Source: an optimization exercise on an open RTL-to-GDS flow (aim: small area). Production flows keep margins and buffers that such runs may drop. At most, simulation tests tie the RTL to the original design; equivalence was not proved. No activity file was given, so power comes from the tool's default toggle rates.

v6:
==> flow/design.v <==
package smpq_pkg;
	localparam int DEF_QUEUE_DEPTH = 16;
	localparam int VALUE_W         = 32;
	localparam int OCC_W           = 5;
	localparam logic [1:0] OP_INSERT = 2'd0;
	localparam logic [1:0] OP_REMOVE = 2'd1;
	localparam logic [1:0] OP_PEEK   = 2'd2;
	localparam logic [1:0] OP_NONE   = 2'd3;
	localparam logic [1:0] ST_OK    = 2'd0;
	localparam logic [1:0] ST_EMPTY = 2'd1;
	localparam logic [1:0] ST_FULL  = 2'd2;
endpackage
module smpq_ctrl (
	input  logic       clk,
	input  logic       arst_n,
	input  logic       start,
	input  logic [1:0] cmd_op,
	input  logic       full,
	input  logic       empty,
	input  logic       lt,
	output logic       busy,
	output logic       done,
	output logic [4:0] count,
	output logic       sel_prev,
	output logic       sel_keep,
	output logic       sel_new_n,
	output logic [1:0] rsp_status,
	output logic       show_n
);
	logic [3:0] phase_q;
	logic [4:0] count_q;
	logic       armed_q;
	logic       win_q;
	logic       placed_q;
	logic       done_q;
	logic [1:0] status_q;
	logic       show_q;
	logic is_ins, is_rem, is_peek;
	logic ins_go, read_go;
	logic win, ready, take, last_step, behind, sel_new;
	logic take_ins, take_rem, removed;
	logic at11, at14, at15, feedback;
	assign is_ins  = (cmd_op == smpq_pkg::OP_INSERT);
	assign is_rem  = (cmd_op == smpq_pkg::OP_REMOVE);
	assign is_peek = (cmd_op == smpq_pkg::OP_PEEK);
	assign ins_go  = is_ins && !full;
	assign read_go = (is_rem || is_peek) && !empty;
	assign at11 = (phase_q == 4'd7);
	assign at14 = (phase_q == 4'd12);
	assign at15 = (phase_q == 4'd8);
	assign feedback = phase_q[3] ^ phase_q[2] ^ (phase_q[2:0] == 3'd0);
	assign win       = win_q || (armed_q && ins_go && at15);
	assign last_step = win_q && at14;
	assign behind    = lt && !last_step;
	assign sel_prev  = win && behind;
	assign sel_new   = win && !behind && !(win_q && placed_q);
	assign sel_new_n = !sel_new;
	assign removed   = show_q && at15;
	assign sel_keep  = !win && !(empty || removed) || (win && !behind && win_q && placed_q);
	always_comb begin
		if (ins_go)       ready = last_step;
		else if (read_go) ready = at15;
		else              ready = 1'b1;
	end
	assign busy = !ready;
	assign take = start && ready;
	assign take_ins = take && ins_go;
	assign take_rem = take && is_rem && !empty;
	always_ff @(posedge clk or negedge arst_n) begin
		if (!arst_n) begin
			phase_q <= 4'd0;
			count_q <= 5'd0;
			armed_q <= 1'b0;
			win_q   <= 1'b0;
			done_q  <= 1'b0;
		end else begin
			phase_q <= {take_rem || (phase_q[2] && !take_ins), phase_q[1:0], feedback};
			if (take_ins)
				count_q <= count_q + 5'd1;
			else if (take_rem)
				count_q <= count_q - 5'd1;
			armed_q <= start && !take && (armed_q || at11);
			win_q   <= win && !last_step;
			done_q  <= take;
		end
	end
	always_ff @(posedge clk) begin
		placed_q <= sel_new || (win_q && placed_q);
		if (is_ins && full)
			status_q <= smpq_pkg::ST_FULL;
		else if ((is_rem || is_peek) && empty)
			status_q <= smpq_pkg::ST_EMPTY;
		else
			status_q <= smpq_pkg::ST_OK;
		show_q <= take && read_go;
	end
	assign done       = done_q;
	assign count      = count_q;
	assign rsp_status = status_q;
	assign show_n     = !show_q;
endmodule
module smpq_datapath (
	input  logic        clk,
	input  logic [31:0] cmd_value,
	input  logic        sel_prev,
	input  logic        sel_keep,
	input  logic        sel_new_n,
	input  logic        show_n,
	output logic        key_lt,
	output logic [31:0] rsp_head
);
	logic [31:0] ring_q [16];
	logic [31:0] entry;
	logic [31:0] a;
	logic [31:0] c;
	logic [31:0] co;
	logic [1:0]  carry_q;
	always_ff @(posedge clk) begin
		ring_q[0] <= entry;
		for (int i = 1; i < 16; i++)
			ring_q[i] <= ring_q[i-1];
	end
	assign a = {ring_q[14][31:24], ring_q[13][23:12], ring_q[12][11:0]};
	genvar i;
	generate
		for (i = 0; i < 32; i++) begin : g_bit
			if (i == 0) begin : g_c0
				assign c[i] = 1'b0;
			end else if (i == 12 || i == 24) begin : g_cq
				assign c[i] = carry_q[i/12 - 1];
			end else begin : g_ci
				assign c[i] = co[i-1];
			end
			smpq_slice #(
				.SIGN (i == 31)
			) u_slice (
				.prev      (ring_q[14][i]),
				.keep      (ring_q[15][i]),
				.key       (cmd_value[i]),
				.sel_prev  (sel_prev),
				.sel_keep  (sel_keep),
				.sel_new_n (sel_new_n),
				.a         (a[i]),
				.ci        (c[i]),
				.show_n    (show_n),
				.entry     (entry[i]),
				.co        (co[i]),
				.head      (rsp_head[i])
			);
		end
	endgenerate
	always_ff @(posedge clk) begin
		carry_q <= {co[23], co[11]};
	end
	assign key_lt = co[31];
endmodule
module smpq_slice #(
	parameter bit SIGN = 1'b0
) (
	input  logic prev,
	input  logic keep,
	input  logic key,
	input  logic sel_prev,
	input  logic sel_keep,
	input  logic sel_new_n,
	input  logic a,
	input  logic ci,
	input  logic show_n,
	output logic entry,
	output logic co,
	output logic head
);
	logic held;   
	logic u;      
	assign held  = SIGN ? key : ~key;
	assign u     = SIGN ? ~key : key;
	assign entry = (prev & sel_prev) | (keep & sel_keep) | (held & ~sel_new_n);
	assign co    = ~((~u & ~a) | (~ci & (~u | ~a)));
	assign head  = (SIGN ? keep : ~keep) & ~show_n;
endmodule
module sorted_min_priority_queue_core (
	input  logic        clk,
	input  logic        arst_n,
	input  logic        start,
	input  logic [1:0]  cmd_op,
	input  logic [31:0] cmd_value,
	output logic        busy,
	output logic        done,
	output logic [31:0] rsp_head,
	output logic [1:0]  rsp_status,
	output logic        rsp_empty,
	output logic [4:0]  rsp_count
);
	logic [4:0]  count;
	logic        full;
	logic        empty;
	logic        key_lt;
	logic        sel_keep;
	logic        sel_prev;
	logic        sel_new_n;
	logic        show_n;
	assign full  = count[4];
	assign empty = (count == 5'd0);
	smpq_ctrl u_ctrl (
		.clk        (clk),
		.arst_n     (arst_n),
		.start      (start),
		.cmd_op     (cmd_op),
		.full       (full),
		.empty      (empty),
		.lt         (key_lt),
		.busy       (busy),
		.done       (done),
		.count      (count),
		.sel_prev   (sel_prev),
		.sel_keep   (sel_keep),
		.sel_new_n  (sel_new_n),
		.rsp_status (rsp_status),
		.show_n     (show_n)
	);
	smpq_datapath u_datapath (
		.clk       (clk),
		.cmd_value (cmd_value),
		.sel_prev  (sel_prev),
		.sel_keep  (sel_keep),
		.sel_new_n (sel_new_n),
		.show_n    (show_n),
		.key_lt    (key_lt),
		.rsp_head  (rsp_head)
	);
	assign rsp_empty = empty;
	assign rsp_count = count;
endmodule
module smpq_top (
	input  logic        clk,
	input  logic        arst_n,
	input  logic        start,
	input  logic [1:0]  cmd_op,
	input  logic [31:0] cmd_value,
	output logic        busy,
	output logic        done,
	output logic [31:0] rsp_head,
	output logic [1:0]  rsp_status,
	output logic        rsp_empty,
	output logic [4:0]  rsp_count
);
	sorted_min_priority_queue_core u_core (
		.clk        (clk),
		.arst_n     (arst_n),
		.start      (start),
		.cmd_op     (cmd_op),
		.cmd_value  (cmd_value),
		.busy       (busy),
		.done       (done),
		.rsp_head   (rsp_head),
		.rsp_status (rsp_status),
		.rsp_empty  (rsp_empty),
		.rsp_count  (rsp_count)
	);
endmodule
Settings: LEC_CHECK=0, CAP_MARGIN=20, CORE_MARGIN=2, CORE_UTILIZATION=70, CTS_BUF_LIST=sky130_fd_sc_hd__clkbuf_4, CTS_CLUSTER_DIAMETER=50, CTS_CLUSTER_SIZE=10, PLACE_DENSITY=0.85, SLEW_MARGIN=20, SYNTH_HIERARCHICAL=1; clock period 5.0 ns.
standard.sh (not shown) runs the stock make flow with config.mk's settings and CLKGATE_MAP_FILE= SYNTH_SCRIPT=/design/flow/synth_recipe.tcl, a recipe that flattens the netlist after the stock synthesis.
==> flow/flow/run.sh <==
#!/bin/bash
# The standard layout, with each port's buffer made of the smallest buffer cell,
# a clock tree without dummy loads.
export BUFFER_PORTS_ARGS="-buffer_cell sky130_fd_sc_hd__buf_1"
export CTS_ARGS="-sink_clustering_enable -repair_clock_nets -sink_clustering_size 10 -sink_clustering_max_diameter 50 -buf_list sky130_fd_sc_hd__clkbuf_4 -dont_use_dummy_load"
bash standard.sh > standard.log 2>&1
diff inputs: v6 => v7
==> flow/design.v, changed modules only <==
module smpq_ctrl (
	input  logic       clk,
	input  logic       arst_n,
	input  logic       start,
	input  logic [1:0] cmd_op,
	input  logic       full,
	input  logic       empty,
	input  logic       lt,
	output logic       busy,
	output logic       done,
	output logic [3:0] phase,
	output logic [4:0] count,
	output logic       sel_prev,
	output logic       sel_keep,
	output logic       sel_new_n,
	output logic [1:0] rsp_status,
	output logic       show_n
);
	logic [3:0] phase_q;
	logic [4:0] count_q;
	logic       armed_q;
	logic       win_q;
	logic       placed_q;
	logic       done_q;
	logic [1:0] status_q;
	logic       show_q;
	logic is_ins, is_rem, is_peek;
	logic ins_go, read_go;
	logic win, ready, take, last_step, behind, sel_new;
	logic take_ins, take_rem, removed;
	assign is_ins  = (cmd_op == smpq_pkg::OP_INSERT);
	assign is_rem  = (cmd_op == smpq_pkg::OP_REMOVE);
	assign is_peek = (cmd_op == smpq_pkg::OP_PEEK);
	assign ins_go  = is_ins && !full;
	assign read_go = (is_rem || is_peek) && !empty;
	assign win       = win_q || (armed_q && ins_go && phase_q == 4'd15);
	assign last_step = win_q && phase_q == 4'd14;
	assign behind    = lt && !last_step;
	assign sel_prev  = win && behind;
	assign sel_new   = win && !behind && !(win_q && placed_q);
	assign sel_new_n = !sel_new;
	assign removed   = show_q && phase_q == 4'd15;
	assign sel_keep  = !win && !(empty || removed) || (win && !behind && win_q && placed_q);
	always_comb begin
		if (ins_go)       ready = last_step;
		else if (read_go) ready = (phase_q == 4'd15);
		else              ready = 1'b1;
	end
	assign busy = !ready;
	assign take = start && ready;
	assign take_ins = take && ins_go;
	assign take_rem = take && is_rem && !empty;
	always_ff @(posedge clk or negedge arst_n) begin
		if (!arst_n) begin
			phase_q <= 4'd0;
			count_q <= 5'd0;
			armed_q <= 1'b0;
			win_q   <= 1'b0;
			done_q  <= 1'b0;
		end else begin
			phase_q <= ((phase_q + 4'd1) & {4{!take_ins}}) | {4{take_rem}};
			if (take_ins || take_rem)
				count_q <= count_q + {{4{take_rem}}, 1'b1};
			armed_q <= start && !take && (armed_q || phase_q == 4'd11);
			win_q   <= win && !last_step;
			done_q  <= take;
		end
	end
	always_ff @(posedge clk) begin
		placed_q <= sel_new || (win_q && placed_q);
		if (is_ins && full)
			status_q <= smpq_pkg::ST_FULL;
		else if ((is_rem || is_peek) && empty)
			status_q <= smpq_pkg::ST_EMPTY;
		else
			status_q <= smpq_pkg::ST_OK;
		show_q <= take && read_go;
	end
	assign done       = done_q;
	assign phase      = phase_q;
	assign count      = count_q;
	assign rsp_status = status_q;
	assign show_n     = !show_q;
endmodule
module smpq_slice #(
	parameter bit SIGN = 1'b0
) (
	input  logic prev,
	input  logic keep,
	input  logic key,
	input  logic sel_prev,
	input  logic sel_keep,
	input  logic sel_new_n,
	input  logic a,
	input  logic ci,
	input  logic show_n,
	output logic entry,
	output logic co,
	output logic head
);
	logic held;   
	logic u;      
	assign held  = SIGN ? key : ~key;
	assign u     = SIGN ? ~key : key;
	assign entry = (prev & sel_prev) | (keep & sel_keep) | (held & ~sel_new_n);
	assign co    = (u & a) | (u & ci) | (a & ci);
	assign head  = (SIGN ? keep : ~keep) & ~show_n;
endmodule
module sorted_min_priority_queue_core (
	input  logic        clk,
	input  logic        arst_n,
	input  logic        start,
	input  logic [1:0]  cmd_op,
	input  logic [31:0] cmd_value,
	output logic        busy,
	output logic        done,
	output logic [31:0] rsp_head,
	output logic [1:0]  rsp_status,
	output logic        rsp_empty,
	output logic [4:0]  rsp_count
);
	logic [3:0]  phase;
	logic [4:0]  count;
	logic        full;
	logic        empty;
	logic        key_lt;
	logic        sel_keep;
	logic        sel_prev;
	logic        sel_new_n;
	logic        show_n;
	assign full  = count[4];
	assign empty = (count == 5'd0);
	smpq_ctrl u_ctrl (
		.clk        (clk),
		.arst_n     (arst_n),
		.start      (start),
		.cmd_op     (cmd_op),
		.full       (full),
		.empty      (empty),
		.lt         (key_lt),
		.busy       (busy),
		.done       (done),
		.phase      (phase),
		.count      (count),
		.sel_prev   (sel_prev),
		.sel_keep   (sel_keep),
		.sel_new_n  (sel_new_n),
		.rsp_status (rsp_status),
		.show_n     (show_n)
	);
	smpq_datapath u_datapath (
		.clk       (clk),
		.cmd_value (cmd_value),
		.sel_prev  (sel_prev),
		.sel_keep  (sel_keep),
		.sel_new_n (sel_new_n),
		.show_n    (show_n),
		.key_lt    (key_lt),
		.rsp_head  (rsp_head)
	);
	assign rsp_empty = empty;
	assign rsp_count = count;
endmodule
[summary]
- v6 and v7 ended up with nearly the same area share of xor/xnor cells in the synthesized design.
- From v6 to v7 the numbers moved as follows: portion of total power attributed to combinational logic +0.8 points, detail-routed via count per cell -0.99%.
- v6 → v7: smallest hold slack rose 0.0054 ns; time the worst path needs with I/O delays and setup rose 0.033 ns.
- v7 gives more power than v6 did.
- | worst setup slack | lower: v7 |
- Compared to v6, v7 has relative slew slack 24 points higher.
- v7 against v6: worst clock skew shrank by 0.011 ns; weighted congestion reported at the end of routability-driven placement now smaller.
Only the layout flow was run in v7; the RTL was not checked for function there.

separate check: timing with driven ports:
The results above use ideal ports. As a check the final layouts listed here were re-extracted and re-timed, cells and wires unchanged.
Step 1 assumes that a clkbuf_16 drives the clock port and a buf_2 every other input.
Step 2 adds t to the input delays and takes it off the output delays; t is the mean of the earliest and latest rising clock arrival at the registers after step 1. Input paths then give back, and output paths get back, about the clock's delay inside the block.
Three values: ideal, step 1, step 2; two values: the first two.
| run | shift t [ns] | slack for setup (ns) | clock arrival spread, ns |
|---|---|---|---|
| v6 | 0.696 | 0.677 / 0.697 / 0.001 | 0.071 / 0.071 |
| v7 | 0.684 | 0.644 / 0.655 / -0.029 | 0.063 / 0.063 |
Met with ideal ports but missed after step 2: setup timing in v7. For v6, which loses most, drivers alone change the setup slack by +0.020 ns; drivers and shift together by -0.676 ns.
